Context: an optimization exercise on an open-source flow, tuned for small area, a short achievable clock period and few clock cycles per item. The choices shown serve that exercise and are no tape-out recipe. The RTL was checked by simulation tests, not by an equivalence proof against the original design. Power and IR drop assume default switching activity.

$ cat flow/flow/run.sh
#!/bin/bash
# The standard layout, with two changes: the port buffers are plain buffers
# (sky130_fd_sc_hd__buf_2) rather than the cell buffer_ports picks by itself,
# and synthesis leaves adders to ABC instead of mapping them to full/half
# adder cells first (ADDER_MAP_FILE empty). Registers are unchanged.
set -euo pipefail
bash standard.sh finish "BUFFER_PORTS_ARGS=-buffer_cell sky130_fd_sc_hd__buf_2" "ADDER_MAP_FILE=" > flow_make.log 2>&1
$ cat flow/standard.sh
#!/bin/bash
# synth_recipe.tcl (not shown) runs the flow's synth.tcl, then flattens the netlist and writes it again
# the make line also repeats each setting of config.mk as NAME=value (left out here)
make -C /OpenROAD-flow-scripts/flow DESIGN_CONFIG=/design/flow/config.mk WORK_HOME=/design/flow/orfs CLKGATE_MAP_FILE= SYNTH_SCRIPT=/design/flow/synth_recipe.tcl "${@:-finish}"
$ cat flow/config.mk
export PLATFORM = sky130hd
export DESIGN_NAME = uv_sphere_index_generator
export DESIGN_NICKNAME = uv_sphere_index_generator
export VERILOG_FILES = /design/flow/design.v
export SDC_FILE = /design/flow/constraint.sdc
export NUM_CORES = 4
export LEC_CHECK = 0
export ABC_AREA = 1
export CAP_MARGIN = 20
export CORE_MARGIN = 2
export CORE_UTILIZATION = 40
export CTS_BUF_LIST = sky130_fd_sc_hd__clkbuf_4 sky130_fd_sc_hd__clkbuf_8
export SETUP_SLACK_MARGIN = 3.2
export SLEW_MARGIN = 20
$ cat flow/constraint.sdc
create_clock -name core_clock -period 5.5 [get_ports {clk}]
set_input_delay 1.1000 -clock core_clock [delete_from_list [all_inputs] [get_ports {clk}]]
set_output_delay 1.1000 -clock core_clock [all_outputs]
set_load 0.01 [all_outputs]
$ cat flow/design.v
package uvsig_pkg;
    function automatic logic [8:0] inc8(input logic [7:0] x);
        logic [8:0] r;
        logic [7:0] lowmask;
        begin
            r[0] = !x[0];
            for (int i = 1; i < 8; i++)
            begin
                lowmask = 8'((9'd1 << i) - 9'd1);
                r[i] = x[i] ^ (&(x | ~lowmask));
            end
            r[8] = &x;
            inc8 = r;
        end
    endfunction
    function automatic logic [15:0] add16_8(input logic [15:0] a, input logic [7:0] b, input logic ci);
        logic [8:0] lo;
        logic [8:0] hi;
        begin
            lo = {1'b0, a[7:0]} + {1'b0, b} + {8'd0, ci};
            hi = inc8(a[15:8]);
            add16_8 = {lo[8] ? hi[7:0] : a[15:8], lo[7:0]};
        end
    endfunction
endpackage
import uvsig_pkg::*;
module uvsig_calc (
    input  logic [15:0] r0,
    input  logic [15:0] r1,
    input  logic [7:0]  col,
    input  logic        a_r1,      
    input  logic        a_oe,      
    input  logic        a_ci,      
    input  logic        b_r0,      
    input  logic        b_r1,      
    input  logic        d_r0,      
    input  logic        d_r1,      
    input  logic        d_oe,      
    input  logic        d_ci,      
    output logic [15:0] first_index,
    output logic [15:0] second_index,
    output logic [15:0] third_index
);
    logic [15:0] a_base, b_base, d_base;
    assign a_base = a_r1 ? r1 : r0;
    assign b_base = (r0 & {16{b_r0}}) | (r1 & {16{b_r1}});
    assign d_base = (r0 & {16{d_r0}}) | (r1 & {16{d_r1}});
    assign first_index  = uvsig_pkg::add16_8(a_base, col & {8{a_oe}}, a_ci);
    assign second_index = uvsig_pkg::add16_8(b_base, col, 1'b0);
    assign third_index  = uvsig_pkg::add16_8(d_base, col & {8{d_oe}}, d_ci);
endmodule
import uvsig_pkg::*;
module uv_sphere_index_generator (
    input  logic         clk,
    input  logic         rst_n,
    input  logic         cfg_write,
    input  logic         cfg_index,
    input  logic [8:0]   cfg_data,
    input  logic         in_valid,
    output logic         in_ready,
    input  logic         restart,
    output logic         out_valid,
    input  logic         out_ready,
    output logic [15:0]  first_index,
    output logic [15:0]  second_index,
    output logic [15:0]  third_index,
    output logic         last_triangle
);
    logic [7:0] vm3, hm1;
    logic       lo3, hi256;
    logic [7:0] cfg_m1;
    logic [8:0] hval;
    assign lo3    = (cfg_data[8:2] == 7'd0);
    assign hi256  = cfg_data[8] && (cfg_data[7:0] != 8'd0);
    assign cfg_m1 = cfg_data[7:0] - 8'd1;
    assign hval   = uvsig_pkg::inc8(hm1);
    always_ff @(posedge clk or negedge rst_n)
    begin
        if (!rst_n)
        begin
            vm3 <= 8'd0;
            hm1 <= 8'd2;
        end
        else if (cfg_write)
        begin
            if (cfg_index)
                hm1 <= lo3 ? 8'd2 : (hi256 ? 8'd255 : cfg_m1);
            else
                vm3 <= lo3 ? 8'd0 : (hi256 ? 8'd253 : cfg_data[7:0] - 8'd3);
        end
    end
    logic       ov, rq_v, sp, stale, busy, rdy;
    logic [3:0] step;
    logic       mb, hz;
    logic        cap, wrp, half, wf;
    logic        c1r;        
    logic [7:0]  band, col;
    logic [15:0] r0, r1;
    logic        a_r1, a_oe, a_ci, b_r0, d_r0, d_oe, d_ci;
    logic [15:0] oa, ob, od;
    logic        ol;
    logic src_v, rs, out_free, emit, wreset;
    assign in_ready = !rq_v;
    assign src_v    = rq_v || in_valid;
    assign rs       = (!rq_v && restart) || sp;
    assign out_free = !ov || out_ready;
    assign wreset   = src_v && rs;
    assign emit     = rdy && out_free && (rq_v || (in_valid && !restart));
    logic [8:0] col_inc, band_inc;
    logic       c1ge, c2ge, cge, band_end, natural, last;
    assign col_inc  = uvsig_pkg::inc8(col);
    assign band_inc = uvsig_pkg::inc8(band);
    assign c1ge     = col_inc >= {1'b0, hm1};
    assign cge      = col >= hm1;
    assign c2ge     = ({1'b0, col} + 9'd2) >= {1'b0, hm1};
    assign band_end = band >= vm3;
    assign natural  = band == vm3;
    assign last     = wrp && half;
    logic       n_cap, n_wrp, n_half, n_wf, n_c1;
    logic [7:0] n_band, n_col;
    logic       n_base0, n_step, n_bad;
    logic       fin, done, start_rc;
    assign fin      = busy && step[3];
    assign done     = fin && (step[0] || !cap);
    assign start_rc = stale && !busy && !sp;
    always_comb
    begin
        n_cap   = cap;
        n_wrp   = wrp;
        n_half  = !half;
        n_wf    = wf;
        n_c1    = c1r;
        n_band  = band;
        n_col   = col;
        n_base0 = 1'b0;
        n_step  = 1'b0;
        n_bad   = 1'b0;
        if (wreset)
        begin
            n_base0 = 1'b1;
            n_cap   = 1'b0;
            n_wrp   = 1'b0;
            n_half  = 1'b0;
            n_wf    = 1'b0;
            n_c1    = 1'b0;
            n_band  = 8'd0;
            n_col   = 8'd0;
        end
        else if (busy)
        begin
            n_half = half;
            n_wf   = wrp || cge;
            n_c1   = wrp || c1ge;
            if (wrp)
                n_col = hm1;
        end
        else if (last)
        begin
            n_base0 = 1'b1;
            n_cap   = 1'b0;
            n_wrp   = 1'b0;
            n_half  = 1'b0;
            n_wf    = 1'b0;
            n_c1    = 1'b0;
            n_band  = 8'd0;
            n_col   = 8'd0;
        end
        else if (half)
        begin
            if (!cap)
            begin
                if (wf)
                begin
                    n_col  = 8'd0;
                    n_wf   = 1'b0;
                    n_c1   = 1'b0;
                    n_step = 1'b1;
                    if (band_end)
                    begin
                        n_band = 8'd0;
                        n_cap  = 1'b1;
                        n_bad  = !natural;
                    end
                    else
                    begin
                        n_band = band_inc[7:0];
                    end
                end
                else
                begin
                    n_col = col_inc[7:0];
                    n_wf  = c1r;
                    n_c1  = c2ge;
                end
            end
            else
            begin
                if (c1r)
                begin
                    n_col = hm1;
                    n_wrp = 1'b1;
                    n_wf  = 1'b1;
                    n_c1  = 1'b1;
                end
                else
                begin
                    n_col = col_inc[7:0];
                    n_wf  = 1'b0;
                    n_c1  = c2ge;
                end
            end
        end
    end
    logic [7:0]  mult;
    logic        horner, add_h;
    logic [15:0] add_a, add_s;
    assign mult   = cap ? vm3 : band;
    assign horner = hz;
    assign add_h  = horner ? mb : 1'b1;
    assign add_a  = horner ? {r1[14:0], 1'b0} : r1;
    assign add_s  = uvsig_pkg::add16_8(add_a, hm1 & {8{add_h}}, add_h);
    logic sp_n, stale_n, busy_n;
    always_comb
    begin
        sp_n    = sp && !wreset;
        stale_n = stale;
        busy_n  = busy;
        if (cfg_write)
        begin
            stale_n = 1'b1;
            busy_n  = 1'b0;
        end
        else if (wreset)
        begin
            stale_n = 1'b0;
            busy_n  = 1'b0;
        end
        else if (emit)
        begin
            if (n_bad)
                stale_n = 1'b1;
        end
        else if (start_rc)
        begin
            busy_n = 1'b1;
        end
        else if (done)
        begin
            busy_n  = 1'b0;
            stale_n = 1'b0;
        end
    end
    always_ff @(posedge clk or negedge rst_n)
    begin
        if (!rst_n)
        begin
            ov    <= 1'b0;
            rq_v  <= 1'b0;
            sp    <= 1'b1;
            stale <= 1'b0;
            busy  <= 1'b0;
            rdy   <= 1'b0;
            hz    <= 1'b0;
            step  <= 4'd0;
        end
        else
        begin
            if (emit)
                ov <= 1'b1;
            else if (out_ready)
                ov <= 1'b0;
            if (rq_v)
                rq_v <= !emit;
            else
                rq_v <= in_valid && !emit;
            sp    <= sp_n;
            stale <= stale_n;
            busy  <= busy_n;
            rdy   <= !sp_n && !stale_n && !busy_n;
            hz <= busy_n && (start_rc || (step[2:0] != 3'd7 && !step[3]));
            if (start_rc)
                step <= 4'd0;
            else if (busy)
                step <= step + 4'd1;
        end
    end
    logic [15:0] t_a, t_b, t_d;
    uvsig_calc u_calc (
        .r0           (r0),
        .r1           (r1),
        .col          (col),
        .a_r1         (a_r1),
        .a_oe         (a_oe),
        .a_ci         (a_ci),
        .b_r0         (b_r0),
        .b_r1         (!cap),
        .d_r0         (d_r0),
        .d_r1         (half),
        .d_oe         (d_oe),
        .d_ci         (d_ci),
        .first_index  (t_a),
        .second_index (t_b),
        .third_index  (t_d)
    );
    always_ff @(posedge clk)
    begin
        if (emit)
        begin
            oa <= t_a;
            ob <= t_b;
            od <= t_d;
            ol <= last;
        end
        if (start_rc)
            mb <= mult[7];
        else
            mb <= mult[3'd6 - step[2:0]];
        if (emit || wreset || done)
        begin
            cap  <= n_cap;
            wrp  <= n_wrp;
            half <= n_half;
            band <= n_band;
            col  <= n_col;
            wf   <= n_wf;
            c1r  <= n_c1;
            a_r1 <= n_cap && !n_half;
            a_oe <= (!n_cap && !n_half) || (!(n_cap && !n_half) && !n_wf);
            a_ci <= n_half && !n_wf;
            b_r0 <= n_cap && n_half;
            d_r0 <= !n_cap && !n_half;
            d_oe <= !n_wf && !(n_cap && n_half);
            d_ci <= (n_cap && n_half) || !n_wf;
        end
        if (emit || wreset)
        begin
            if (n_base0)
            begin
                r0 <= 16'd0;
                r1 <= {7'd0, hval};
            end
            else if (n_step)
            begin
                r0 <= r1;
                r1 <= add_s;
            end
        end
        else if (start_rc)
        begin
            r1 <= 16'd0;
        end
        else if (busy)
        begin
            if (step[3])
                r0 <= r1;
            r1 <= add_s;
        end
    end
    assign out_valid     = ov;
    assign first_index   = oa;
    assign second_index  = ob;
    assign third_index   = od;
    assign last_triangle = ol;
endmodule
==> reports/qor.txt, run 1 <==
nets = 1,442
All-Layer GR Usage = 0.208
DR WL/cell = 15.0 um
area share of the largest cell type after synthesis = 0.341
crit path DAT = 2.24 ns
Tcrit/Tclk final = 0.410
Routed WL = 26.3 mm
Inserted Clock Buffers = 17
vias in the first global route = 8,181
most common cell in the netlist = nand2_1
Routed Antenna Nets = 0
die extent in x = 159 um
First DRT Iteration DRCs = 718
Yosys Warn Count = 2
CP required = 5.48 ns
Slew headroom = 0.500
WS Path Type = input port to register
Yosys reg bits = 137
CTS tree = done
Hold Fails Final Rpt = 0
Sink Count = 137
Crit. End Element = register
CTS HTree Levels = 4
Net Count, Synth = 1,349
delay-heaviest family, CP = buffers and inverters
crit-path cells = buf_2, o21a_1, nand3_4, clkinvlp_2
synthesized cell area = 0.00959 mm^2
Fin Setup TNS = 0 ns
DRC violations left = 0
synth cell count leaders = nand2_1 (405), inv_1 (185), nor2_1 (122), edfxtp_1 (109), nand3_1 (97)
initial antenna violation count = 0
CP startpoint kind = input port
Initial Utilization = 0.409
Die Y = 159 um
fmax = 444 MHz
Mean Syn Cell Area = 7.19 um^2
DIE AREA = 0.0252 mm^2
Root Buffer = clkbuf_8
Cell variety after synth = 52
Area Overhead vs Synth = 16.7%
RSZ-0062 raised after global routing = true
Core Box Area = 0.0235 mm^2
Clock Pin Slew Worst Setup and Hold Paths = 0.08 ns
crit-path max FO = 13
status = no timing/DRC/antenna violations
Seq/Total Area, Yosys = 0.414
filler cell count = 2,348
DRT Pass-1 Iters = 6
cell taking the most area after synthesis = edfxtp_1
global-route wire length before repair = 42.1 mm
Area contributors post-synth = edfxtp_1 (34%), nand2_1 (16%), inv_1 (7.2%), dfrtp_1 (6.5%), nand3_1 (5.1%)
antenna diode count = 0
Pleak = 0.00522 uW
CP max stage delay = 0.65 ns
Hold Buf Count CTS = 0
ys flop type = edfxtp_1
via/cell ratio = 5.11
asr flop ratio synth = 0.197
IO Count = 67
hold_ws = 0.542 ns
clk buf depth = 2
number of I/O port buffers = 66
Final Skew = 0.0134 ns
Post-synth EDFFs = 109
share of cells above drive strength 1 = 0.173
CP bufs+invs = 2
Post-Syn Instances = 1,333
Slew Limit Fails = 0
MaxCap Viol Count = 0
VDD IR max = 0.144 mV
Tmin final = 2.25 ns
HPWL Detailed = 18.9 mm
Hold WC Path Type = register to register
Power Dens Cells = 257 mW/mm^2
largest net degree at the start of global routing = 34
RePlAce Congestion = 0.931
clk latency of the worst-skew pair = 0.47 ns
slowest CP cell = clkinvlp_2
Final Setup Violations = 0
total gr overflow = 0
num rows = 56
via count = 8,976
worst slew pin tran = 0.745 ns
-- metal layers --
layer | up-vias | routed length, um | track usage
li1 | 4559 | - | -
met1 | 4064 | 11700 | 0.277
met2 | 295 | 12300 | 0.342
met3 | 58 | 1600 | 0.0332
met4 | 0 | 740 | 0.0780
met5 | - | 0 | 0
-- worst reg2reg max path, delay by kind of cell (launching register included) --
kind	cells	cell delay (ns)
buffers and inverters	1	0.28
AO/OA/AOI/OAI	1	0.06
flip-flops	1	0.55
AND/OR/NAND/NOR	7	1.07
-- per-stage QoR --
step | instance area [um^2] | std cells | setup slack [ns] | total power (uW) | util
6_report | 11200 | 1758 | 3.25 | 2880 | 0.477
5_1_grt | 11200 | 1758 | 3.17 | 3050 | 0.477
4_1_cts | 10800 | 1733 | 3.08 | 2840 | 0.460
3_5_place_dp | 10300 | 1690 | 2.26 | 2020 | 0.437
3_3_place_gp | 10300 | 1690 | 2.31 | 2010 | 0.437
2_1_floorplan | 9680 | 1333 | 2.78 | 1840 | -
-- flip-flops by register name, summed over array words and instances, names as in the netlist, 4 cells and up --
| signal | cells |
|---|---|
| ob | 16 |
| band | 8 |
| vm3 | 8 |
| hm1 | 8 |
| step | 4 |
| r1 | 16 |
| od | 16 |
| col | 8 |
| r0 | 16 |
| oa | 16 |
-- final cells by class --
class                   instances  area (um^2)  share of cell area
flip-flops and latches        137         3980               0.355
multi-input cells             974         5040               0.450
repair buffers                100          636              0.0568
well taps                     319          399              0.0357
clock inverters                15          143              0.0127
inverters                     194          753              0.0673
clock buffers                  17          234              0.0209
repair inverters                2         12.5             0.00112
-- report_power, final --
group | switching (uW) | internal [uW]
Clock | 449 | 365
Combinational | 518 | 274
Sequential | 66.6 | 1200
Total | 1030 | 1840
-- kinds of logic after synthesis --
kind of cell / share of synthesized area
flops: 0.414
mux: 0.00117
xor+xnor: 0.0457
buf+inv: 0.0933
fa+ha+maj: 0.00104
compound gates: 0.138
simple gates: 0.307
-- cell usage in the layout, fill, tap and decap left out, types with 6 or more instances in the layout --
cell	count
nor2_4	6
nor2_2	10
clkinvlp_4	6
buf_2	66
inv_6	6
buf_4	30
nor2_1	112
a21oi_1	34
nand3b_1	10
clkbuf_8	17
o21ai_0	83
dfrtp_1	22
nand2_1	394
inv_1	175
nand4_1	6
xnor2_1	14
o211ai_1	7
o21ai_1	18
nor3_1	12
o22ai_1	28
xor2_1	35
o21ai_2	14
nand2_2	16
edfxtp_1	109
nand3_2	7
o22ai_2	7
nand3_1	94
nand2_4	11
inv_2	11
-- worst paths after layout --
| path | cells past startpoint | startpoint | to | slack, ns |
|---|---|---|---|---|
| setup reg to reg | 9 | col[6]$_SDFFCE_PP0P_ | ob[11]$_DFFE_PP_ | 3.30 |
| setup / recovery | 4 | out_ready | ob[1]$_DFFE_PP_ | 3.25 |
| max in group asynchronous | 1 | rst_n | hm1[2]$_DFFE_PN0P_ | 4.42 |
| hold reg to reg | 2 | vm3[1]$_DFFE_PN0P_ | vm3[1]$_DFFE_PN0P_ | 0.54 |
| min in group asynchronous | 1 | rst_n | vm3[6]$_DFFE_PN0P_ | 0.63 |
| hold / removal | 2 | vm3[1]$_DFFE_PN0P_ | vm3[1]$_DFFE_PN0P_ | 0.54 |
-- what timing repair did --
action / 4_1_cts / 5_1_grt
pin swaps: 2 / 6
endpoints found under the setup margin: 134 / 81
gates resized for setup: 17 / 58
cloned: 1 / 3
setup buffers: 10 / 22
Testbench counts, summed over its fixed seeds: cycles 115,328, items 115,072.
==> run 2, diff against run 1 <==
--- a/flow/config.mk
+++ b/flow/config.mk
@@ -10,5 +10,6 @@
 export CORE_MARGIN = 2
 export CORE_UTILIZATION = 40
-export CTS_BUF_LIST = sky130_fd_sc_hd__clkbuf_4 sky130_fd_sc_hd__clkbuf_8
+export CTS_BUF_LIST = sky130_fd_sc_hd__clkbuf_8
+export CTS_CLUSTER_SIZE = 30
 export SETUP_SLACK_MARGIN = 3.2
 export SLEW_MARGIN = 20
==> run 2 against run 1 <==
  * Total power did not move
  * Design area did not move
  * Sequential power barely moved
==> reports/qor.txt, run 2 <==
Tmin final = 2.25 ns (unchanged)
crit path DAT = 2.24 ns (about the same)
Initial Utilization = 0.409 (unchanged)
Post-Syn Instances = 1,333 (unchanged)
Final Non-Filler Cells = 1,758 (unchanged)
Die Y = 159 um (unchanged)
placed cell count = 1,690 (unchanged)
hold_ws = 0.542 ns (unchanged)
Mean Syn Cell Area = 7.19 um^2 (unchanged)
First DRT Iteration DRCs = 718 (unchanged)
status = no timing/DRC/antenna violations
asr flop ratio synth = 0.197 (unchanged)
nets = 1,442 (unchanged)
VDD IR max = 0.144 mV (unchanged)
MaxCap Viol Count = 0 (unchanged)
share of cells above drive strength 1 = 0.173 (unchanged)
DRT Pass-1 Iters = 6 (unchanged)
die extent in x = 159 um (unchanged)
Seq/Total Area, Yosys = 0.414 (unchanged)
worst slew pin tran = 0.745 ns (unchanged)
most common cell in the netlist = nand2_1
IO Count = 67 (unchanged)
Slew Limit Fails = 0 (unchanged)
Routed WL = 26.3 mm (unchanged)
total gr overflow = 0 (unchanged)
DR WL/cell = 15.0 um (unchanged)
Area Overhead vs Synth = 16.7% (unchanged)
Final Skew = 0.0134 ns (unchanged)
synthesized cell area = 0.00959 mm^2 (unchanged)
Yosys reg bits = 137 (unchanged)
Hold WC Path Type = register to register
Post-synth EDFFs = 109 (unchanged)
most frequent cells in the layout = nand2_1 (394), inv_1 (175), nor2_1 (112)
DIE AREA = 0.0252 mm^2 (unchanged)
Final Setup Violations = 0 (unchanged)
vias in the first global route = 8,181 (unchanged)
HPWL Detailed = 18.9 mm (unchanged)
Pleak = 0.00522 uW (unchanged)
WS Path Type = input port to register
DRC violations left = 0 (unchanged)
Root Buffer = clkbuf_8
Area contributors post-synth = edfxtp_1 (34%), nand2_1 (16%), inv_1 (7.2%), dfrtp_1 (6.5%), nand3_1 (5.1%)
crit path launch = out_ready
CP required = 5.48 ns (about the same)
fmax = 444 MHz (unchanged)
clk buf depth = 2 (unchanged)
Power Dens Cells = 257 mW/mm^2 (unchanged)
Cell variety after synth = 52 (unchanged)
All-Layer GR Usage = 0.208 (unchanged)
ys flop type = edfxtp_1
Fin Setup TNS = 0 ns (unchanged)
Inserted Clock Buffers = 17 (unchanged)
clk latency of the worst-skew pair = 0.47 ns (about the same)
Hold Fails Final Rpt = 0 (unchanged)
Core Box Area = 0.0235 mm^2 (unchanged)
antenna diode count = 0 (unchanged)
Slew headroom = 0.500 (unchanged)
Crit. End Element = register
via/cell ratio = 5.11 (unchanged)
Routed Antenna Nets = 0 (unchanged)
CTS tree = done
Sink Count = 137 (unchanged)
crit-path max FO = 13 (unchanged)
global-route wire length before repair = 42.1 mm (unchanged)
initial antenna violation count = 0 (unchanged)
via count = 8,976 (unchanged)
RSZ-0062 raised after global routing = true
min-delay src = vm3[1]$_DFFE_PN0P_
most common cell after layout, fill and taps aside = nand2_1
R2R Path Start = col[6]$_SDFFCE_PP0P_
RePlAce Congestion = 0.931 (unchanged)
Clock Pin Slew Worst Setup and Hold Paths = 0.08 ns (about the same)
Net Count, Synth = 1,349 (unchanged)
area share of the largest cell type after synthesis = 0.341 (unchanged)
synth cell count leaders = nand2_1 (405), inv_1 (185), nor2_1 (122), edfxtp_1 (109), nand3_1 (97)
CP startpoint kind = input port
Yosys Warn Count = 2 (unchanged)
CTS HTree Levels = 4 (unchanged)
number of I/O port buffers = 66 (unchanged)
cell taking the most area after synthesis = edfxtp_1
Tcrit/Tclk final = 0.410 (unchanged)
largest net degree at the start of global routing = 34 (unchanged)
num rows = 56 (unchanged)
run 2: cell counts in the layout (fill, tap and decap cells not counted):
Identical to the previous run, type by type.
run 2: power breakdown:
part	internal (uW)	total, uW	switching [uW]	leakage [uW]
clock	365	814	449	0.000183
sequential	1200	1270	66.6	0.00134
combinational	274	792	518	0.00369
total	1840	2880	1030	0.00522
run 2: final timing paths:
| check | slack (ns) | end | cells past startpoint |
|---|---|---|---|
| max | 3.25 | ob[1]$_DFFE_PP_ | 4 |
| min | 0.54 | vm3[1]$_DFFE_PN0P_ | 2 |
| max reg2reg | 3.30 | ob[11]$_DFFE_PP_ | 9 |
| min reg2reg | 0.54 | vm3[1]$_DFFE_PN0P_ | 2 |
| max in group asynchronous | 4.42 | hm1[2]$_DFFE_PN0P_ | 1 |
| min in group asynchronous | 0.63 | vm3[6]$_DFFE_PN0P_ | 1 |
run 2: area by class of cell:
| cell class | count | area, um^2 |
|---|---|---|
| fill | 2348 | 12300 |
| multi-input combinational | 974 | 5040 |
| sequential | 137 | 3980 |
| inverter | 194 | 753 |
| timing repair buffer | 100 | 636 |
| tap | 319 | 399 |
| clock buffer | 17 | 234 |
| clock inverter | 15 | 143 |
| timing repair inverter | 2 | 12.5 |
run 2: stage by stage:
step	setup slack, ns	cell area (um^2)	power [uW]	utilization
final	3.25	11200	2880	0.477
after global routing	3.17	11200	3050	0.477
after CTS	3.08	10800	2840	0.460
after detailed placement	2.26	10300	2020	0.437
after global placement	2.31	10300	2010	0.437
after floorplan	2.78	9680	1840	-
run 2: routing by layer:
metal,part of all wire,track usage
met5,0,0
met4,0.028,0.0780
met3,0.061,0.0332
met2,0.47,0.342
met1,0.44,0.277
run 2: critical path, stage by stage:
cell and delay [ns]:
buf_2 0.10, o21a_1 0.21, nand3_4 0.17, clkinvlp_2 0.65
run 2: cell families after synthesis:
kind of cell	count (synthesis)	share of synthesized area
adders and majority gates	1	0.00104
xor gates and xnor gates	50	0.0457
AOI/OAI and AO/OA	224	0.138
buffers and inverters	224	0.0933
DFF	137	0.414
muxes	1	0.00117
and+or+nand+nor	696	0.307
run 2: what timing repair did:
| action | in CTS | in global routing |
|---|---|---|
| gates cloned | 1 | 3 |
| pin swaps | 2 | 6 |
| hold buffers | 0 | 0 |
| setup buffers | 10 | 22 |
| endpoints found under the setup margin | 134 | 81 |
| resized for setup | 17 | 58 |
==> run 3, diff against run 2 <==
--- a/flow/config.mk
+++ b/flow/config.mk
@@ -6,5 +6,5 @@
 export NUM_CORES = 4
 export LEC_CHECK = 0
-export ABC_AREA = 1
+export ABC_AREA = 0
 export CAP_MARGIN = 20
 export CORE_MARGIN = 2
==> run 3 against run 2 <==
  * Still clean on timing, DRC and antenna
  * Sequential cell count stayed put
  * Total power increased by 16%
  * Combinational power is about 40% higher
  * Design area grew 13%
  * Clock power increased by 6.8%
  * Sequential power rose by 7%
  * First-iteration DRC count rose by 20%
  * Synthesized cell count is 21% lower
  * Utilization grew 6.1 points
  * Cell count fell by 13%
  * Non-clock buffer count grew 104
  * Global-route usage fell by 0.076 points
  * Critical path type is now register to register
  * Largest power group unchanged
  * Highest routed layer unchanged
==> reports/qor.txt, run 3 <==
status = no timing/DRC/antenna violations
Slew headroom = 0.563 (+0.0625)
Synth Area in Simple Gates = 0.175 (-0.132)
Routed Antenna Nets = 0 (unchanged)
area share of the largest cell type after synthesis = 0.340 (-0.00107)
First DRT Iteration DRCs = 864 (+20%)
Final Skew = 0.0119 ns (-0.00158 ns)
number of I/O port buffers = 66 (unchanged)
largest family of logic cells by synthesized area = compound AO/OA/AOI/OAI gates
antenna diode count = 0 (unchanged)
Area contributors post-synth = edfxtp_1 (34%), xnor2_1 (6.6%), dfrtp_1 (6.5%), nand2_1 (4.3%), xor2_1 (3.8%)
Final Setup Violations = 0 (unchanged)
nets = 1,222 (-15%)
Yosys reg bits = 137 (unchanged)
DR WL/cell = 17.7 um (+18%)
cell taking the most area after synthesis = edfxtp_1
clk buf depth = 2 (unchanged)
VDD IR max = 0.137 mV (-4.9%)
crit-path max FO = 7 (-6)
Net Count, Synth = 1,073 (-20%)
num rows = 56 (unchanged)
most common cell after layout, fill and taps aside = edfxtp_1
switching share of power = 0.338 (-0.0214)
register-to-register setup slack = 1.94 ns (-1.36 ns)
via count = 8,687 (-3.2%)
FF/Latch Area = 0.00398 mm^2 (+0.13%)
Root Buffer = clkbuf_8
CTS HTree Levels = 4 (unchanged)
Core Box Area = 0.0235 mm^2 (+0.30%)
WS Path Type = register to register
Net Sw Power = 1130 uW (+9.3%)
MaxCap Viol Count = 0 (unchanged)
asr flop ratio synth = 0.197 (unchanged)
RePlAce Congestion = 0.859 (-7.7%)
synth cell count leaders = nand2_1 (110), edfxtp_1 (109), nor2_1 (97), xnor2_1 (72), a21oi_1 (67)
crit path DAT = 3.76 ns (+1.52 ns)
Hold Buf Count CTS = 0 (unchanged)
RSZ-0062 raised after global routing = true
total gr overflow = 0 (unchanged)
post-synthesis compound-gate area fraction = 0.206 (+0.0689)
Synth Area in XOR/XNOR = 0.104 (+0.0581)
most common cell in the netlist = nand2_1
DRC violations left = 0 (unchanged)
Clk pwr share = 0.260 (-0.023)
filler cell count = 2,134 (-9.1%)
Hold Fails Final Rpt = 0 (unchanged)
fmax = 281 MHz (-37%)
clk latency of the worst-skew pair = 0.46 ns (about the same)
Mean Syn Cell Area = 9.10 um^2 (+27%)
IO Count = 67 (unchanged)
Area Overhead vs Synth = 31.5%
Pint = 2210 uW (+20%)
Clock Pin Slew Worst Setup and Hold Paths = 0.08 ns (about the same)
via/cell ratio = 5.65 (+11%)
ys flop type = edfxtp_1
Initial Utilization = 0.409 (about the same)
Post-synth EDFFs = 109 (unchanged)
Post-Syn Instances = 1,057 (-21%)
largest net degree at the start of global routing = 52 (+53%)
sequential share of power = 0.407 (-0.035)
Tcrit/Tclk final = 0.647 (+0.237)
mux cell area share after synthesis = 0.0258 (+0.0246)
Synth Area in Adders = 0.0286 (+0.0276)
global-route wire length before repair = 42.8 mm (+1.5%)
Gate power share = 0.333 (+0.058)
Slew Limit Fails = 0 (unchanged)
HPWL Detailed = 17.0 mm (-10%)
Yosys Warn Count = 2 (unchanged)
CP startpoint kind = register
Sink Count = 137 (unchanged)
All-Layer GR Usage = 0.208 (-0.000764)
Power Dens Cells = 264 mW/mm^2 (+2.8%)
vias in the first global route = 8,167 (-0.17%)
Seq/Total Area, Yosys = 0.413 (-0.00129)
Tmin final = 3.56 ns (+1.31 ns)
die extent in x = 159 um (+0.15%)
placed cell count = 1,372 (-19%)
Cell variety after synth = 84 (+62%)
CTS tree = done
initial antenna violation count = 0 (unchanged)
Routed WL = 27.3 mm (+3.7%)
worst slew pin tran = 0.656 ns (-0.0896 ns)
Fin Setup TNS = 0 ns (unchanged)
share of cells above drive strength 1 = 0.351 (+0.178)
Hold WC Path Type = register to register
DIE AREA = 0.0253 mm^2 (+0.31%)
Crit. End Element = register
most frequent cells in the layout = edfxtp_1 (109), nand2_1 (102), buf_4 (90)
Die Y = 159 um (+0.15%)
area of the multi-input gates = 0.00608 mm^2 (+21%)
Pleak = 0.00475 uW (-8.9%)
Inserted Clock Buffers = 17 (unchanged)
CP required = 5.70 ns (+0.22 ns)
DRT Pass-1 Iters = 8 (+2)
synthesized cell area = 0.00962 mm^2 (+0.31%)
Final Non-Filler Cells = 1,538 (-13%)
-- run 3: final timing paths --
kind                                     from            endpoint  depth (start not counted)
max                        hm1[1]$_DFFE_PN1P_    r1[15]$_DFFE_PP_                         13
min reg2reg                    ov$_DFFE_PN0P_      ov$_DFFE_PN0P_                          2
min in group asynchronous               rst_n  vm3[4]$_DFFE_PN0P_                          1
min                            ov$_DFFE_PN0P_      ov$_DFFE_PN0P_                          2
max in group asynchronous               rst_n        hz$_DFF_PN0_                          1
max reg2reg                hm1[1]$_DFFE_PN1P_    r1[15]$_DFFE_PP_                         13
-- run 3: cell type report --
| cell class | count | share of cell area |
|---|---|---|
| Inverter | 38 | 0.0123 |
| Sequential cell | 137 | 0.315 |
| Multi-Input combinational cell | 808 | 0.480 |
| Clock buffer | 18 | 0.0196 |
| Clock inverter | 14 | 0.0126 |
| Tap cell | 319 | 0.0316 |
| Timing Repair Buffer | 204 | 0.129 |
-- run 3: critical path, cell delays in order, from the launching register on --
cell      delay (ns)
dfstp_4         0.51
buf_4           0.15
a21bo_2         0.20
a21oi_4         0.18
and4bb_2        0.30
a211oi_2        0.30
o22ai_2         0.16
maj3_2          0.36
o31a_1          0.30
a31oi_4         0.30
buf_4           0.18
nor3_4          0.05
a311oi_2        0.24
a211oi_2        0.07
-- run 3: power by group through the flow --
stage	sequential (uW)	clock (uW)	combinational, uW
after floorplan	1250	0	733
after global placement	1390	0	735
after detailed placement	1390	0	740
after CTS	1350	885	978
after global routing	1370	928	1200
final	1360	869	1110
-- run 3: cells by family (layout without fill, tap and decap cells) --
group | after synthesis | count (layout)
AO/OA/AOI/OAI | 286 | 286
XOR/XNOR | 114 | 114
multiplexers | 24 | 24
flip-flops | 137 | 137
buffers and inverters | 113 | 274
adder cells (fa/ha/maj) | 26 | 26
AND/OR/NAND/NOR | 357 | 358
-- run 3: stage by stage --
step / util / hold WS [ns] / cell area [um^2] / setup slack [ns] / total power [uW]
global route: 0.537 / 0.546 / 12600 / 1.81 / 3510
floorplan: - / 0.477 / 9950 / 2.06 / 1980
finish: 0.537 / 0.500 / 12600 / 1.94 / 3340
detailed placement: 0.438 / 0.491 / 10300 / 1.67 / 2130
global placement: 0.438 / 0.481 / 10300 / 1.72 / 2120
CTS: 0.510 / 0.509 / 12000 / 2.04 / 3210
-- run 3: timing repair --
| item | 4_1_cts | 5_1_grt |
|---|---|---|
| pin swaps | 69 | 50 |
| gates cloned | 2 | 2 |
| setup buffers | 101 | 29 |
| setup endpoints to repair | 153 | 110 |
| resized for setup | 108 | 83 |
-- run 3: metal layers --
metal | GRT usage | vias up | part of all wire
met2 | 0.344 | 243 | 0.48
met4 | 0.0545 | 0 | 0.020
li1 | - | 4145 | -
met3 | 0.0310 | 33 | 0.050
met5 | 0 | - | 0
met1 | 0.285 | 4266 | 0.45
==> run 4, diff against run 3 <==
--- a/flow/config.mk
+++ b/flow/config.mk
@@ -6,10 +6,10 @@
 export NUM_CORES = 4
 export LEC_CHECK = 0
-export ABC_AREA = 0
+export ABC_AREA = 1
 export CAP_MARGIN = 20
 export CORE_MARGIN = 2
 export CORE_UTILIZATION = 40
 export CTS_BUF_LIST = sky130_fd_sc_hd__clkbuf_8
-export CTS_CLUSTER_SIZE = 30
+export PLACE_DENSITY = 0.95
 export SETUP_SLACK_MARGIN = 3.2
 export SLEW_MARGIN = 20
==> run 4 against run 3 <==
  * Utilization shrank 6.4 points
  * Critical path depth shrank 3
  * Via count grew 8.2%
  * Non-clock buffer count shrank 104
  * Register-to-register slack gained 1.3 ns
  * Clock power shrank 11%
  * Design area shrank 12%
  * Total power shrank 15%
  * Sequential cell count is the same
  * Sequential share of layout area grew 4.3 points
  * Critical endpoint is now ob[11]$_DFFE_PP_
==> reports/qor.txt, run 4 <==
status = no timing/DRC/antenna violations
WS Path Type = register to register
Root Buffer = clkbuf_8
via/cell ratio = 5.35 (-5.3%)
crit-path max FO = 12 (+5)
DR WL/cell = 14.8 um (-17%)
DIE AREA = 0.0252 mm^2 (-0.31%)
FF/Latch Area = 0.00398 mm^2 (about the same)
Final Setup Violations = 0 (unchanged)
Tcrit/Tclk final = 0.418 (-0.229)
Crit. End Element = register
CTS HTree Levels = 4 (unchanged)
GR Util met3 = 0.0376 (+0.00662)
All-Layer GR Usage = 0.198 (-0.00997)
Seq/Total Area, Yosys = 0.414 (+0.00129)
asr flop ratio synth = 0.197 (unchanged)
Area contributors post-synth = edfxtp_1 (34%), nand2_1 (16%), inv_1 (7.2%), dfrtp_1 (6.5%), nand3_1 (5.1%)
Routed Antenna Nets = 0 (unchanged)
RePlAce Congestion = 0.949 (+10%)
most frequent cells in the layout = nand2_1 (395), inv_1 (176), nor2_1 (115)
Mean Syn Cell Area = 7.19 um^2 (-21%)
Net Count, Synth = 1,349 (+26%)
placed cell count = 1,689 (+23%)
area share of the largest cell type after synthesis = 0.341 (+0.00107)
Hold Fails Final Rpt = 0 (unchanged)
Sink Count = 137 (unchanged)
nets = 1,441 (+18%)
via count = 9,398 (+8.2%)
Fin Setup TNS = 0 ns (unchanged)
global-route wire length before repair = 41.0 mm (-4.1%)
HPWL Detailed = 18.2 mm (+7.2%)
reg2reg end = ob[11]$_DFFE_PP_
crit path DAT = 2.51 ns (-1.25 ns)
Post-synth EDFFs = 109 (unchanged)
Clock Pin Slew Worst Setup and Hold Paths = 0.08 ns (about the same)
Post-Syn Instances = 1,333 (+26%)
Yosys Warn Count = 2 (unchanged)
VDD IR max = 0.123 mV (-10%)
crit path setup slack, layout = 3.20 ns (+1.26 ns)
vias in the first global route = 8,614 (+5.5%)
worst slew pin tran = 0.643 ns (-0.0129 ns)
DRT Pass-1 Iters = 8 (unchanged)
met1 usage = 0.250 (-0.0353)
Hold WC Path Type = register to register
largest net degree at the start of global routing = 28 (-46%)
Slew Limit Fails = 0 (unchanged)
fin area = 0.0111 mm^2 (-12%)
Hold EP = vm3[1]$_DFFE_PN0P_
cell taking the most area after synthesis = edfxtp_1
Core Box Area = 0.0235 mm^2 (-0.30%)
CTS tree = done
num rows = 56 (unchanged)
die extent in x = 159 um (-0.15%)
share of cells above drive strength 1 = 0.166 (-0.185)
most common cell in the netlist = nand2_1
most common cell after layout, fill and taps aside = nand2_1
DRC violations left = 0 (unchanged)
MaxCap Viol Count = 0 (unchanged)
Final Non-Filler Cells = 1,757 (+14%)
Power Dens Cells = 256 mW/mm^2 (-3.0%)
Inserted Clock Buffers = 17 (unchanged)
R2R Path Start = b_r0$_DFFE_PP_
area of the multi-input gates = 0.00497 mm^2 (-18%)
Post-DP Area = 0.0102 mm^2 (-0.73%)
Area Overhead vs Synth = 15.8%
CP startpoint kind = register
First DRT Iteration DRCs = 1,057 (+22%)
Tmin final = 2.30 ns (-1.26 ns)
antenna diode count = 0 (unchanged)
clk buf depth = 2 (unchanged)
fmax = 435 MHz (+55%)
synth cell count leaders = nand2_1 (405), inv_1 (185), nor2_1 (122), edfxtp_1 (109), nand3_1 (97)
filler cell count = 2,160 (+1.2%)
Cell variety after synth = 52 (-38%)
Yosys reg bits = 137 (unchanged)
Most Crowded Layer GR = met2
total gr overflow = 0 (unchanged)
register-to-register setup slack = 3.20 ns (+1.26 ns)
R2R cell count = 10 (-3)
clk latency of the worst-skew pair = 0.47 ns (about the same)
Pleak = 0.00522 uW (+9.8%)
Final Skew = 0.0198 ns (+0.00797 ns)
synthesized cell area = 0.00959 mm^2 (-0.31%)
Routed WL = 25.9 mm (-5.0%)
crit path launch = b_r0$_DFFE_PP_
number of I/O port buffers = 66 (unchanged)
CP required = 5.71 ns (about the same)
Initial Utilization = 0.409 (about the same)
min-delay src = vm3[1]$_DFFE_PN0P_
IO Count = 67 (unchanged)
dpl ws = 2.29 ns (+0.619 ns)
initial antenna violation count = 0 (unchanged)
ys flop type = edfxtp_1
Slew headroom = 0.567 (+0.00404)
RSZ-0062 raised after global routing = true
hold path depth = 2 (unchanged)
global-route met2 utilization = 0.333 (-0.0110)
Die Y = 159 um (-0.15%)
-- run 4: cell types whose count changed after synthesis, sizes merged, moves of 30 or more --
| cell | previous run | this run |
|---|---|---|
| a21oi | 69 | 39 |
| clkbuf | 53 | 8 |
| xnor2 | 72 | 14 |
| nor2 | 97 | 128 |
| nand3 | 28 | 102 |
| inv | 36 | 193 |
| o21ai | 50 | 116 |
| nand2 | 110 | 421 |
-- run 4: worst max path at each step --
stage | to | slack, ns
detailed placement | hz$_DFF_PN0_ | 2.29
global placement | hz$_DFF_PN0_ | 2.38
finish | ob[11]$_DFFE_PP_ | 3.20
global route | r1[11]$_DFFE_PP_ | 3.13
floorplan | hz$_DFF_PN0_ | 2.78
CTS | hz$_DFF_PN0_ | 3.09
-- run 4: cell families after synthesis --
family / after synthesis / share of synthesized area
adder cells (fa/ha/maj): 1 / 0.00104
AND/OR/NAND/NOR: 696 / 0.307
multiplexers: 1 / 0.00117
XOR/XNOR: 50 / 0.0457
flip-flops: 137 / 0.414
buffers and inverters: 224 / 0.0933
AO/OA/AOI/OAI: 224 / 0.138
-- run 4: area by class of cell --
cell class	instances	share of cell area
Inverter	194	0.0677
Clock inverter	14	0.00980
Timing Repair Buffer	100	0.0576
Sequential cell	137	0.358
Multi-Input combinational cell	973	0.448
Timing Repair inverter	2	0.00113
Tap cell	319	0.0359
Clock buffer	18	0.0223
-- run 4: layer usage --
layer | vias up | part of all wire
met1 | 4226 | 0.40
li1 | 4548 | -
met2 | 539 | 0.47
met5 | - | 0
met3 | 85 | 0.10
met4 | 0 | 0.032
-- run 4: through the flow --
stage                     utilization  total power [uW]  hold WS, ns
final                           0.473              2850        0.568
after global routing            0.473              2990        0.594
after CTS                       0.459              2780        0.558
after detailed placement        0.437              2010        0.538
after global placement          0.437              1980        0.534
after floorplan                     -              1840        0.475
-- run 4: timing repair --
item                                    CTS  global route
gates cloned                              1             2
gates resized for setup                  18            44
setup buffers                             9            24
endpoints found under the setup margin  140            53
pin swaps                                 3             9
hold buffers                              0             0
-- run 4: power by group --
part	leakage (uW)	switching (uW)	internal, uW
Combinational	0.00368	530	270
Sequential	0.00134	68.3	1200
Clock	0.000194	441	334
Total	0.00522	1040	1810
-- run 4: worst max-delay path: stages (launching register included) --
cell and delay [ns]:
edfxtp_1 0.57, buf_4 0.18, nand2_1 0.05, o21a_1 0.12, or2_1 0.24, nand2_1 0.15, o21ai_0 0.14, a21oi_2 0.30
nand2_4 0.15, nand2_1 0.09, o21ai_1 0.07
==> run 5, diff against run 4 <==
--- a/flow/config.mk
+++ b/flow/config.mk
@@ -11,5 +11,5 @@
 export CORE_UTILIZATION = 40
 export CTS_BUF_LIST = sky130_fd_sc_hd__clkbuf_8
-export PLACE_DENSITY = 0.95
+export PLACE_DENSITY = 0.85
 export SETUP_SLACK_MARGIN = 3.2
 export SLEW_MARGIN = 20
==> run 5 against run 4 <==
  * Still clean on timing, DRC and antenna
  * Via count decreased by 1.9%
  * Utilization increased by 0.19 points
  * Total power increased by 1.1%
  * Largest cell class unchanged
  * Largest power group unchanged
==> reports/qor.txt, run 5 <==
status = no timing/DRC/antenna violations
share of cells above drive strength 1 = 0.166 (-0.000231)
Die Y = 159 um (unchanged)
fmax = 453 MHz (+4.2%)
DIE AREA = 0.0252 mm^2 (unchanged)
total gr overflow = 0 (unchanged)
Pint = 1820 uW (+0.56%)
Gate power share = 0.271 (-0.010)
min-delay src = vm3[1]$_DFFE_PN0P_
clk latency of the worst-skew pair = 0.48 ns (about the same)
Slew Limit Fails = 0 (unchanged)
Area Overhead vs Synth = 16.3%
Hold WC Path Type = register to register
First DRT Iteration DRCs = 1,029 (-2.6%)
hold_ws = 0.577 ns (+0.00977 ns)
All-Layer GR Usage = 0.192 (-0.00535)
CP max stage delay = 0.42 ns (-0.15 ns)
synth cell count leaders = nand2_1 (405), inv_1 (185), nor2_1 (122), edfxtp_1 (109), nand3_1 (97)
synthesized cell area = 0.00959 mm^2 (unchanged)
asr flop ratio synth = 0.197 (unchanged)
num rows = 56 (unchanged)
Post-Syn Instances = 1,333 (unchanged)
RePlAce Congestion = 0.908 (-4.3%)
R2R Path Start = a_r1$_DFFE_PP_
placed cell count = 1,690 (+0.059%)
Power Dens Cells = 258 mW/mm^2 (+0.73%)
Net Count, Synth = 1,349 (unchanged)
Hold Fails Final Rpt = 0 (unchanged)
MaxCap Viol Count = 0 (unchanged)
Inserted Clock Buffers = 17 (unchanged)
cell taking the most area after synthesis = edfxtp_1
clk buf depth = 2 (unchanged)
die extent in x = 159 um (unchanged)
Final Skew = 0.0213 ns (+0.00147 ns)
WS Path Type = register to output pin
crit-path max FO = 2 (-10)
vias in the first global route = 8,154 (-5.3%)
Initial Utilization = 0.409 (unchanged)
most common cell in the netlist = nand2_1
area share of the largest cell type after synthesis = 0.341 (unchanged)
most common cell after layout, fill and taps aside = nand2_1
nets = 1,443 (+0.14%)
ys flop type = edfxtp_1
Hold Buf Count CTS = 0 (unchanged)
CTS HTree Levels = 4 (unchanged)
initial antenna violation count = 0 (unchanged)
antenna diode count = 0 (unchanged)
global-route wire length before repair = 39.5 mm (-3.7%)
DRC violations left = 0 (unchanged)
Clk pwr share = 0.289 (+0.017)
Post-synth EDFFs = 109 (unchanged)
crit path launch = rq_v$_DFF_PN0_
VDD IR max = 0.145 mV (+18%)
Final Setup Violations = 0 (unchanged)
CTS tree = done
Yosys reg bits = 137 (unchanged)
DR WL/cell = 14.1 um (-4.2%)
Crit. End Element = output pin
fin area = 0.0112 mm^2 (+0.39%)
crit-path cells = inv_1, buf_2
Mean Syn Cell Area = 7.19 um^2 (unchanged)
largest net degree at the start of global routing = 34 (+21%)
Routed WL = 24.9 mm (-4.1%)
Yosys Warn Count = 2 (unchanged)
most frequent cells in the layout = nand2_1 (396), inv_1 (174), nor2_1 (115)
switching share of power = 0.369 (+0.00359)
Tmin final = 2.21 ns (-0.0927 ns)
RSZ-0062 raised after global routing = false
IO Count = 67 (unchanged)
crit path DAT = 1.11 ns (-1.40 ns)
via/cell ratio = 5.24 (-2.0%)
HPWL Detailed = 17.9 mm (-1.9%)
sequential share of power = 0.440 (-0.007)
Tcrit/Tclk final = 0.401 (-0.0169)
slowest CP cell = dfrtp_1
Final Non-Filler Cells = 1,759 (+0.11%)
Sink Count = 137 (unchanged)
Routed Antenna Nets = 0 (unchanged)
Cell variety after synth = 52 (unchanged)
Core Box Area = 0.0235 mm^2 (unchanged)
CP startpoint kind = register
Area contributors post-synth = edfxtp_1 (34%), nand2_1 (16%), inv_1 (7.2%), dfrtp_1 (6.5%), nand3_1 (5.1%)
Pleak = 0.00525 uW (+0.60%)
Slew headroom = 0.588 (+0.0211)
Fin Setup TNS = 0 ns (unchanged)
CP required = 4.40 ns (-1.31 ns)
worst slew pin tran = 0.617 ns (-0.0262 ns)
Root Buffer = clkbuf_8
Net Sw Power = 1060 uW (+2.1%)
Seq/Total Area, Yosys = 0.414 (unchanged)
via count = 9,218 (-1.9%)
total chip power = 2880 uW (+1.1%)
DRT Pass-1 Iters = 6 (-2)
number of I/O port buffers = 66 (unchanged)
Post-DP Area = 0.0103 mm^2 (about the same)
Clock Pin Slew Worst Setup and Hold Paths = 0.09 ns (about the same)
-- run 5: final timing paths --
| path | depth (start not counted) | slack [ns] | endpoint |
|---|---|---|---|
| setup reg to reg | 15 | 3.33 | oa[14]$_DFFE_PP_ |
| min in group asynchronous | 1 | 0.61 | vm3[3]$_DFFE_PN0P_ |
| hold / removal | 2 | 0.58 | vm3[1]$_DFFE_PN0P_ |
| max in group asynchronous | 1 | 4.45 | hm1[2]$_DFFE_PN0P_ |
| setup / recovery | 2 | 3.29 | in_ready |
| hold reg to reg | 2 | 0.58 | vm3[1]$_DFFE_PN0P_ |
-- run 5: logic make-up (layout without fill, tap and decap cells) --
family,Yosys count,in the layout,synth area share
buf+inv,224,330,0.0933
xor+xnor,50,50,0.0457
flops,137,137,0.414
mux,1,1,0.00117
fa+ha+maj,1,1,0.00104
compound gates,224,224,0.138
simple gates,696,697,0.307
-- run 5: layout make-up --
cell class	count	area, um^2
repair inverters	2	12.5
multi-input cells	973	4950
well taps	319	399
inverters	194	749
clock buffers	17	234
fillers	2204	12300
repair buffers	102	663
clock inverters	15	169
flip-flops and latches	137	3970
-- run 5: timing repair --
action,CTS,global route
setup endpoints to repair,134,52
resized for setup,15,42
setup buffers,10,24
pin swaps,1,8
cloned,1,2
-- run 5: layer usage --
| layer | part of all wire | wire (um) | up-vias | GRT usage |
|---|---|---|---|---|
| li1 | - | - | 4559 | - |
| met3 | 0.083 | 2070 | 63 | 0.0402 |
| met1 | 0.42 | 10400 | 4163 | 0.253 |
| met4 | 0.030 | 746 | 0 | 0.0680 |
| met5 | 0 | 0 | - | 0 |
| met2 | 0.47 | 11700 | 433 | 0.313 |
-- run 5: power by group through the flow --
stage / Sequential, uW / Combinational (uW) / Clock (uW)
2_1_floorplan: 1260 / 587 / 0
3_3_place_gp: 1290 / 703 / 0
3_5_place_dp: 1290 / 720 / 0
4_1_cts: 1260 / 733 / 844
5_1_grt: 1270 / 880 / 886
6_report: 1270 / 781 / 834
-- run 5: through the flow --
stage / utilization / setup slack (ns)
finish: 0.475 / 3.29
global route: 0.475 / 3.18
CTS: 0.461 / 3.11
detailed placement: 0.437 / 2.28
global placement: 0.437 / 2.36
floorplan: - / 2.78
-- run 5: worst max-delay path, delay by kind of cell, from the launching register on --
family | cells | cell delay, ns
flops | 1 | 0.42
buf+inv | 2 | 0.22
==> run 6, diff against run 5 <==
--- a/flow/config.mk
+++ b/flow/config.mk
@@ -14,2 +14,3 @@
 export SETUP_SLACK_MARGIN = 3.2
 export SLEW_MARGIN = 20
+export TNS_END_PERCENT = 20
==> run 6 against run 5 <==
  * Largest power group unchanged
  * Global-route usage increased by 0.84 points
  * Combinational power fell by 2.8%
  * Critical path depth rose by 9
  * Sequential share of layout area rose by 0.29 points
  * Critical path type is now input port to register
  * Non-clock buffer count is 6 lower
  * Die area unchanged
  * Highest routed layer unchanged
  * Register-to-register slack worse by 0.14 ns
  * Design area is 0.65% lower
  * First-iteration DRC count is 29% lower
==> reports/qor.txt, run 6 <==
status = no timing/DRC/antenna violations
Hold Fails Final Rpt = 0 (unchanged)
clk buf depth = 2 (unchanged)
Hold EP = vm3[1]$_DFFE_PN0P_
synthesized cell area = 0.00959 mm^2 (unchanged)
filler cell count = 2,238 (+1.5%)
Area contributors post-synth = edfxtp_1 (34%), nand2_1 (16%), inv_1 (7.2%), dfrtp_1 (6.5%), nand3_1 (5.1%)
Root Buffer = clkbuf_8
worst slew pin tran = 0.689 ns (+0.0718 ns)
All-Layer GR Usage = 0.201 (+0.00837)
cell taking the most area after synthesis = edfxtp_1
crit path DAT = 2.55 ns (+1.44 ns)
R2R cell count = 11 (-4)
share of cells above drive strength 1 = 0.155 (-0.0112)
CP max stage delay = 0.23 ns (-0.19 ns)
RePlAce Congestion = 0.938 (+3.2%)
Slew headroom = 0.540 (-0.0480)
hold_ws = 0.567 ns (-0.0109 ns)
First DRT Iteration DRCs = 727 (-29%)
DRC violations left = 0 (unchanged)
Cell variety after synth = 52 (unchanged)
Initial Utilization = 0.409 (unchanged)
largest net degree at the start of global routing = 28 (-18%)
Yosys reg bits = 137 (unchanged)
VDD IR max = 0.189 mV (+30%)
most used cell, CP = nand2_2
Fin Setup TNS = 0 ns (unchanged)
Core Box Area = 0.0235 mm^2 (unchanged)
reg2reg end = r1[0]$_DFFE_PP_
total chip power = 2960 uW (+2.6%)
area share of the largest cell type after synthesis = 0.341 (unchanged)
placed cell count = 1,688 (-0.12%)
Yosys Warn Count = 2 (unchanged)
Power Dens Cells = 267 mW/mm^2 (+3.2%)
HPWL Detailed = 18.5 mm (+3.2%)
Routed WL = 25.8 mm (+3.7%)
clk latency of the worst-skew pair = 0.47 ns (about the same)
Seq/Total Area, Yosys = 0.414 (unchanged)
MaxCap Viol Count = 0 (unchanged)
IO Count = 67 (unchanged)
Pleak = 0.00521 uW (-0.85%)
Routed Antenna Nets = 0 (unchanged)
most common cell after layout, fill and taps aside = nand2_1
crit-path cells = buf_2, nand2_2, a21oi_4, nor2_4, inv_2, nand2_2, inv_1, nand2_4, clkinvlp_4, o21ai_0, a21oi_1
fmax = 424 MHz (-6.3%)
total gr overflow = 0 (unchanged)
RSZ-0062 raised after global routing = true
met1 usage = 0.264 (+0.0108)
ys flop type = edfxtp_1
asr flop ratio synth = 0.197 (unchanged)
via/cell ratio = 5.24 (about the same)
via count = 9,191 (-0.29%)
most frequent cells in the layout = nand2_1 (399), inv_1 (179), nor2_1 (115)
Final Setup Violations = 0 (unchanged)
DIE AREA = 0.0252 mm^2 (unchanged)
Sink Count = 137 (unchanged)
initial antenna violation count = 0 (unchanged)
synth cell count leaders = nand2_1 (405), inv_1 (185), nor2_1 (122), edfxtp_1 (109), nand3_1 (97)
CP required = 5.70 ns (+1.30 ns)
Hold Buf Count CTS = 0 (unchanged)
Die Y = 159 um (unchanged)
register-to-register setup slack = 3.19 ns (-0.14 ns)
post-layout util = 0.472 (-0.00309)
min-delay src = vm3[1]$_DFFE_PN0P_
num rows = 56 (unchanged)
Final Skew = 0.0208 ns (-0.000514 ns)
Area Overhead vs Synth = 15.5%
global-route wire length before repair = 41.0 mm (+3.9%)
Post-Syn Instances = 1,333 (unchanged)
Hold WC Path Type = register to register
die extent in x = 159 um (unchanged)
crit-path max FO = 8 (+6)
WS Path Type = input port to register
Mean Syn Cell Area = 7.19 um^2 (unchanged)
nets = 1,438 (-0.35%)
DRT Pass-1 Iters = 5 (-1)
GR Util met3 = 0.0389 (-0.00131)
Final Non-Filler Cells = 1,753 (-0.34%)
antenna diode count = 0 (unchanged)
Post-synth EDFFs = 109 (unchanged)
slowest CP cell = o21ai_0
CP startpoint kind = input port
Crit. End Element = register
hold path depth = 2 (unchanged)
vias in the first global route = 8,431 (+3.4%)
CTS HTree Levels = 4 (unchanged)
Slew Limit Fails = 0 (unchanged)
Net Count, Synth = 1,349 (unchanged)
Clock Pin Slew Worst Setup and Hold Paths = 0.08 ns (about the same)
Most Crowded Layer GR = met2
R2R Path Start = half$_DFFE_PP_
most common cell in the netlist = nand2_1
global-route met2 utilization = 0.312 (-0.000992)
Tcrit/Tclk final = 0.428 (+0.0270)
number of I/O port buffers = 66 (unchanged)
DR WL/cell = 14.7 um (+4.1%)
Tmin final = 2.36 ns (+0.148 ns)
Inserted Clock Buffers = 17 (unchanged)
CTS tree = done
## run 6: cell count changes in the layout (fill, tap and decap cells not counted), sizes merged
cell      change
clkinvlp      +4
bufinv        +4
buf           -6
inv           -8
## run 6: logic make-up after synthesis
family	count (synthesis)	share of synthesized area
xor+xnor	50	0.0457
fa+ha+maj	1	0.00104
flops	137	0.414
buf+inv	224	0.0933
mux	1	0.00117
compound gates	224	0.138
simple gates	696	0.307
## run 6: metrics by stage
step / setup WS (ns) / instance area (um^2)
global route: 3.10 / 11100
detailed placement: 2.15 / 10200
floorplan: 2.78 / 9650
CTS: 2.91 / 10800
finish: 3.14 / 11100
global placement: 2.26 / 10200
## run 6: worst max-delay path by stage
stage	startpoint	endpoint	slack (ns)	depth (start not counted)
3_5_place_dp	in_valid	hz$_DFF_PN0_	2.15	8
2_1_floorplan	out_ready	hz$_DFF_PN0_	2.78	6
3_3_place_gp	in_valid	hz$_DFF_PN0_	2.26	8
6_report	restart	r1[0]$_DFFE_PP_	3.14	11
4_1_cts	restart	col[7]$_SDFFCE_PP0P_	2.91	11
5_1_grt	restart	r1[0]$_DFFE_PP_	3.10	11
## run 6: cell type report
class	instances	area, um^2	share of cell area
sequential	137	3980	0.359
inverter	194	746	0.0673
timing repair buffer	96	581	0.0524
clock buffer	17	234	0.0211
tap	319	399	0.0360
timing repair inverter	3	20.0	0.00181
multi-input combinational	973	4920	0.444
clock inverter	14	196	0.0177
## run 6: timing repair
item                                    CTS  global route
setup buffers                            12            18
gates cloned                              3             1
pin swaps                                 2             4
endpoints found under the hold margin     0             0
endpoints found under the setup margin  162           141
resized for setup                        13            36
## run 6: per-layer routing
layer | wire length, um | vias to the layer above
met1 | 11000 | 4108
met3 | 2360 | 80
met4 | 988 | 0
li1 | - | 4550
met5 | 0 | -
met2 | 11500 | 453
## run 6: where the power goes
group | switching [uW] | total [uW] | internal, uW
logic | 505 | 759 | 255
registers | 75.6 | 1280 | 1210
clock network | 420 | 915 | 496
total | 1000 | 2960 | 1960
## run 6: worst max-delay path, delay by kind of cell
family | cells | cell delay, ns
compound gates | 3 | 0.40
simple gates | 4 | 0.54
buf+inv | 4 | 0.49
==> run 7, diff against run 6 <==
--- a/flow/config.mk
+++ b/flow/config.mk
@@ -11,6 +11,6 @@
 export CORE_UTILIZATION = 40
 export CTS_BUF_LIST = sky130_fd_sc_hd__clkbuf_8
+export GPL_ROUTABILITY_DRIVEN = 0
 export PLACE_DENSITY = 0.85
 export SETUP_SLACK_MARGIN = 3.2
 export SLEW_MARGIN = 20
-export TNS_END_PERCENT = 20
==> run 7 against run 6 <==
  * Maximum frequency up 5.2%
  * Clock power down 5.6%
  * Cell count up 0.86%
  * Setup slack better by 0.12 ns
  * Count of clock-buffer cells in the layout up 1
  * Sequential cell count unchanged
  * Highest routed layer unchanged
==> reports/qor.txt, run 7 <==
Root Buffer = clkbuf_8
initial antenna violation count = 0 (unchanged)
Core Box Area = 0.0235 mm^2 (unchanged)
Tmin final = 2.24 ns (-0.116 ns)
vias in the first global route = 8,618 (+2.2%)
Yosys Warn Count = 2 (unchanged)
Net Sw Power = 1030 uW (+3.0%)
global-route wire length before repair = 40.6 mm (-0.94%)
CP startpoint kind = register
Initial Utilization = 0.409 (unchanged)
largest net degree at the start of global routing = 28 (unchanged)
antenna diode count = 0 (unchanged)
Mean Syn Cell Area = 7.19 um^2 (unchanged)
RSZ-0062 raised after global routing = false
synth cell count leaders = nand2_1 (405), inv_1 (185), nor2_1 (122), edfxtp_1 (109), nand3_1 (97)
DR WL/cell = 14.8 um (+0.24%)
crit path DAT = 2.46 ns (-0.09 ns)
Clock Pin Slew Worst Setup and Hold Paths = 0.09 ns (about the same)
CTS tree = done
filler cell count = 2,137 (-4.5%)
most common cell in the netlist = nand2_1
most used cell, CP = nand2_1
R2R cell count = 14 (+3)
Sink Count = 137 (unchanged)
DIE AREA = 0.0252 mm^2 (unchanged)
die extent in x = 159 um (unchanged)
MaxCap Viol Count = 0 (unchanged)
fin area = 0.0113 mm^2 (+1.8%)
Routed WL = 26.1 mm (+1.1%)
slowest CP cell = edfxtp_1
Area Overhead vs Synth = 17.6%
crit-path cells = buf_6, nand2_1, o21ai_1, nand3_1, nand3_2, nand2_2, nand2_1, nand2_2, nand2_1, nand2_2, nand2_4, buf_12, nand3_1, nand2_1
Tcrit/Tclk final = 0.407 (-0.0211)
Die Y = 159 um (unchanged)
Post-synth EDFFs = 109 (unchanged)
WS Path Type = register to register
Pint = 1890 uW (-3.1%)
register-to-register setup slack = 3.26 ns (+0.07 ns)
DRC violations left = 0 (unchanged)
All-Layer GR Usage = 0.196 (-0.00415)
hold_ws = 0.575 ns (+0.00793 ns)
share of cells above drive strength 1 = 0.177 (+0.0219)
Seq/Total Area, Yosys = 0.414 (unchanged)
min-delay src = step[2]$_DFFE_PN0P_
R2R Path Start = a_r1$_DFFE_PP_
via count = 9,485 (+3.2%)
clk buf depth = 2 (unchanged)
num rows = 56 (unchanged)
Final Setup Violations = 0 (unchanged)
VDD IR max = 0.121 mV (-36%)
Hold Fails Final Rpt = 0 (unchanged)
number of I/O port buffers = 66 (unchanged)
Hold WC Path Type = register to register
Final Non-Filler Cells = 1,768 (+0.86%)
CTS HTree Levels = 4 (unchanged)
Area contributors post-synth = edfxtp_1 (34%), nand2_1 (16%), inv_1 (7.2%), dfrtp_1 (6.5%), nand3_1 (5.1%)
Slew Limit Fails = 0 (unchanged)
Fin Setup TNS = 0 ns (unchanged)
Gate power share = 0.269 (+0.012)
Post-DP Area = 0.0102 mm^2 (+0.29%)
status = no timing/DRC/antenna violations
via/cell ratio = 5.36 (+2.3%)
most frequent cells in the layout = nand2_1 (392), inv_1 (173), nor2_1 (114)
Inserted Clock Buffers = 17 (unchanged)
fmax = 446 MHz (+5.2%)
switching share of power = 0.352 (+0.0138)
placed cell count = 1,689 (+0.059%)
Hold Buf Count CTS = 0 (unchanged)
delay-heaviest family, CP = simple AND/OR/NAND/NOR gates
synthesized cell area = 0.00959 mm^2 (unchanged)
HPWL Detailed = 17.8 mm (-3.7%)
Final Skew = 0.0226 ns (+0.00185 ns)
Yosys reg bits = 137 (unchanged)
crit-path max FO = 5 (-3)
Post-Syn Instances = 1,333 (unchanged)
most common cell after layout, fill and taps aside = nand2_1
total chip power = 2920 uW (-1.0%)
Routed Antenna Nets = 0 (unchanged)
clk latency of the worst-skew pair = 0.47 ns (about the same)
Crit. End Element = register
hold path depth = 2 (unchanged)
Slew headroom = 0.561 (+0.0207)
ys flop type = edfxtp_1
reg2reg end = oa[15]$_DFFE_PP_
area share of the largest cell type after synthesis = 0.341 (unchanged)
Hold EP = step[2]$_DFFE_PN0P_
sequential share of power = 0.435 (+0.002)
Pleak = 0.00529 uW (+1.7%)
CP bufs+invs = 2 (-2)
total gr overflow = 0 (unchanged)
Cell variety after synth = 52 (unchanged)
DRT Pass-1 Iters = 7 (+2)
Power Dens Cells = 259 mW/mm^2 (-2.7%)
stages on the worst setup path = 14 (+3)
nets = 1,452 (+0.97%)
asr flop ratio synth = 0.197 (unchanged)
IO Count = 67 (unchanged)
cell taking the most area after synthesis = edfxtp_1
CP required = 5.72 ns (+0.02 ns)
Clk pwr share = 0.295 (-0.015)
CP max stage delay = 0.54 ns (+0.31 ns)
Net Count, Synth = 1,349 (unchanged)
worst slew pin tran = 0.652 ns (-0.0365 ns)
First DRT Iteration DRCs = 1,007 (+39%)
==> run 7: cell types whose count changed in the layout (fill, tap and decap cells not counted), moves of 4 or more <==
cell and delta:
inv_1 -6, nand2_1 -7, nand2_2 +7, buf_4 +9, inv_2 +6, buf_6 +4
==> run 7: worst max-delay path by stage <==
| stage | startpoint | to | slack, ns |
|---|---|---|---|
| final | a_r1$_DFFE_PP_ | oa[15]$_DFFE_PP_ | 3.26 |
| after global routing | a_r1$_DFFE_PP_ | oa[15]$_DFFE_PP_ | 3.14 |
| after CTS | out_ready | hz$_DFF_PN0_ | 3.11 |
| after detailed placement | in_valid | hz$_DFF_PN0_ | 2.27 |
| after global placement | in_valid | hz$_DFF_PN0_ | 2.38 |
| after floorplan | out_ready | hz$_DFF_PN0_ | 2.78 |
==> run 7: per-layer routing <==
metal | wire (um) | GRT usage
met1 | 10300 | 0.251
met2 | 12100 | 0.326
met3 | 2680 | 0.0368
met4 | 1010 | 0.0830
met5 | 0 | 0
==> run 7: cell type report <==
class,count,area (um^2),share of cell area
sequential,137,3980,0.353
clock inverter,14,156,0.0139
clock buffer,18,248,0.0220
inverter,194,744,0.0660
timing repair buffer,111,733,0.0650
tap,319,399,0.0354
timing repair inverter,2,12.5,0.00111
multi-input combinational,973,5000,0.444
==> run 7: cells by family after synthesis <==
family | count (synthesis) | share of synthesized area
and+or+nand+nor | 696 | 0.307
AOI/OAI and AO/OA | 224 | 0.138
buffers and inverters | 224 | 0.0933
DFF | 137 | 0.414
xor gates and xnor gates | 50 | 0.0457
adders and majority gates | 1 | 0.00104
muxes | 1 | 0.00117
==> run 7: tightest hold or removal path, delay by kind of cell, from the launching register on <==
kind	cells	cell delay (ns)
compound gates	1	0.08
buf+inv	1	0.07
flops	1	0.39
==> run 7: per-stage QoR <==
step	utilization	setup WS [ns]
after floorplan	-	2.78
after global placement	0.437	2.38
after detailed placement	0.437	2.27
after CTS	0.460	3.11
after global routing	0.480	3.14
final	0.480	3.26
==> run 7: repair_timing <==
item	in CTS	in global routing
setup endpoints to repair	138	56
pin swaps	2	12
setup buffers	11	33
gates resized for setup	14	58
cloned	1	2
==> run 7: power by group through the flow <==
stage / combinational [uW] / sequential, uW / clock (uW)
floorplan: 587 / 1260 / 0
global placement: 688 / 1290 / 0
detailed placement: 712 / 1290 / 0
CTS: 730 / 1270 / 873
global route: 883 / 1280 / 911
finish: 788 / 1270 / 864

==> afterwards: timing with drivers on the ports <==
In the flow no input, the clock included, has a driving cell. The finished layouts below were timed again as built, in two steps.
Step 1 assumes that a clkbuf_16 drives the clock port and a buf_2 every other input.
Step 2 also shifts input and output timing later by t, the mid clock arrival at the registers, as if the neighbouring blocks saw the same clock.
Three values: ideal, step 1, step 2; two values: the first two.
run | shift t [ns] | slack for setup (ns) | worst hold slack (ns) | cell pins on the clock port's net
run 1 | 0.503 | 3.246 / 3.253 / 2.767 | 0.542 / 0.542 / 0.542 | 1
run 2 | 0.503 | 3.246 / 3.253 / 2.767 | 0.542 / 0.542 / 0.542 | 1
run 3 | 0.490 | 1.941 / 1.941 / 1.941 | 0.500 / 0.500 / 0.500 | 1
run 4 | 0.495 | 3.199 / 3.199 / 2.787 | 0.568 / 0.568 / 0.568 | 1
run 5 | 0.510 | 3.292 / 3.251 / 2.834 | 0.577 / 0.577 / 0.577 | 1
run 6 | 0.497 | 3.144 / 3.164 / 2.667 | 0.567 / 0.567 / 0.567 | 1
run 7 | 0.499 | 3.259 / 3.259 / 2.800 | 0.575 / 0.575 / 0.575 | 1
After both steps every run listed still meets setup and hold.
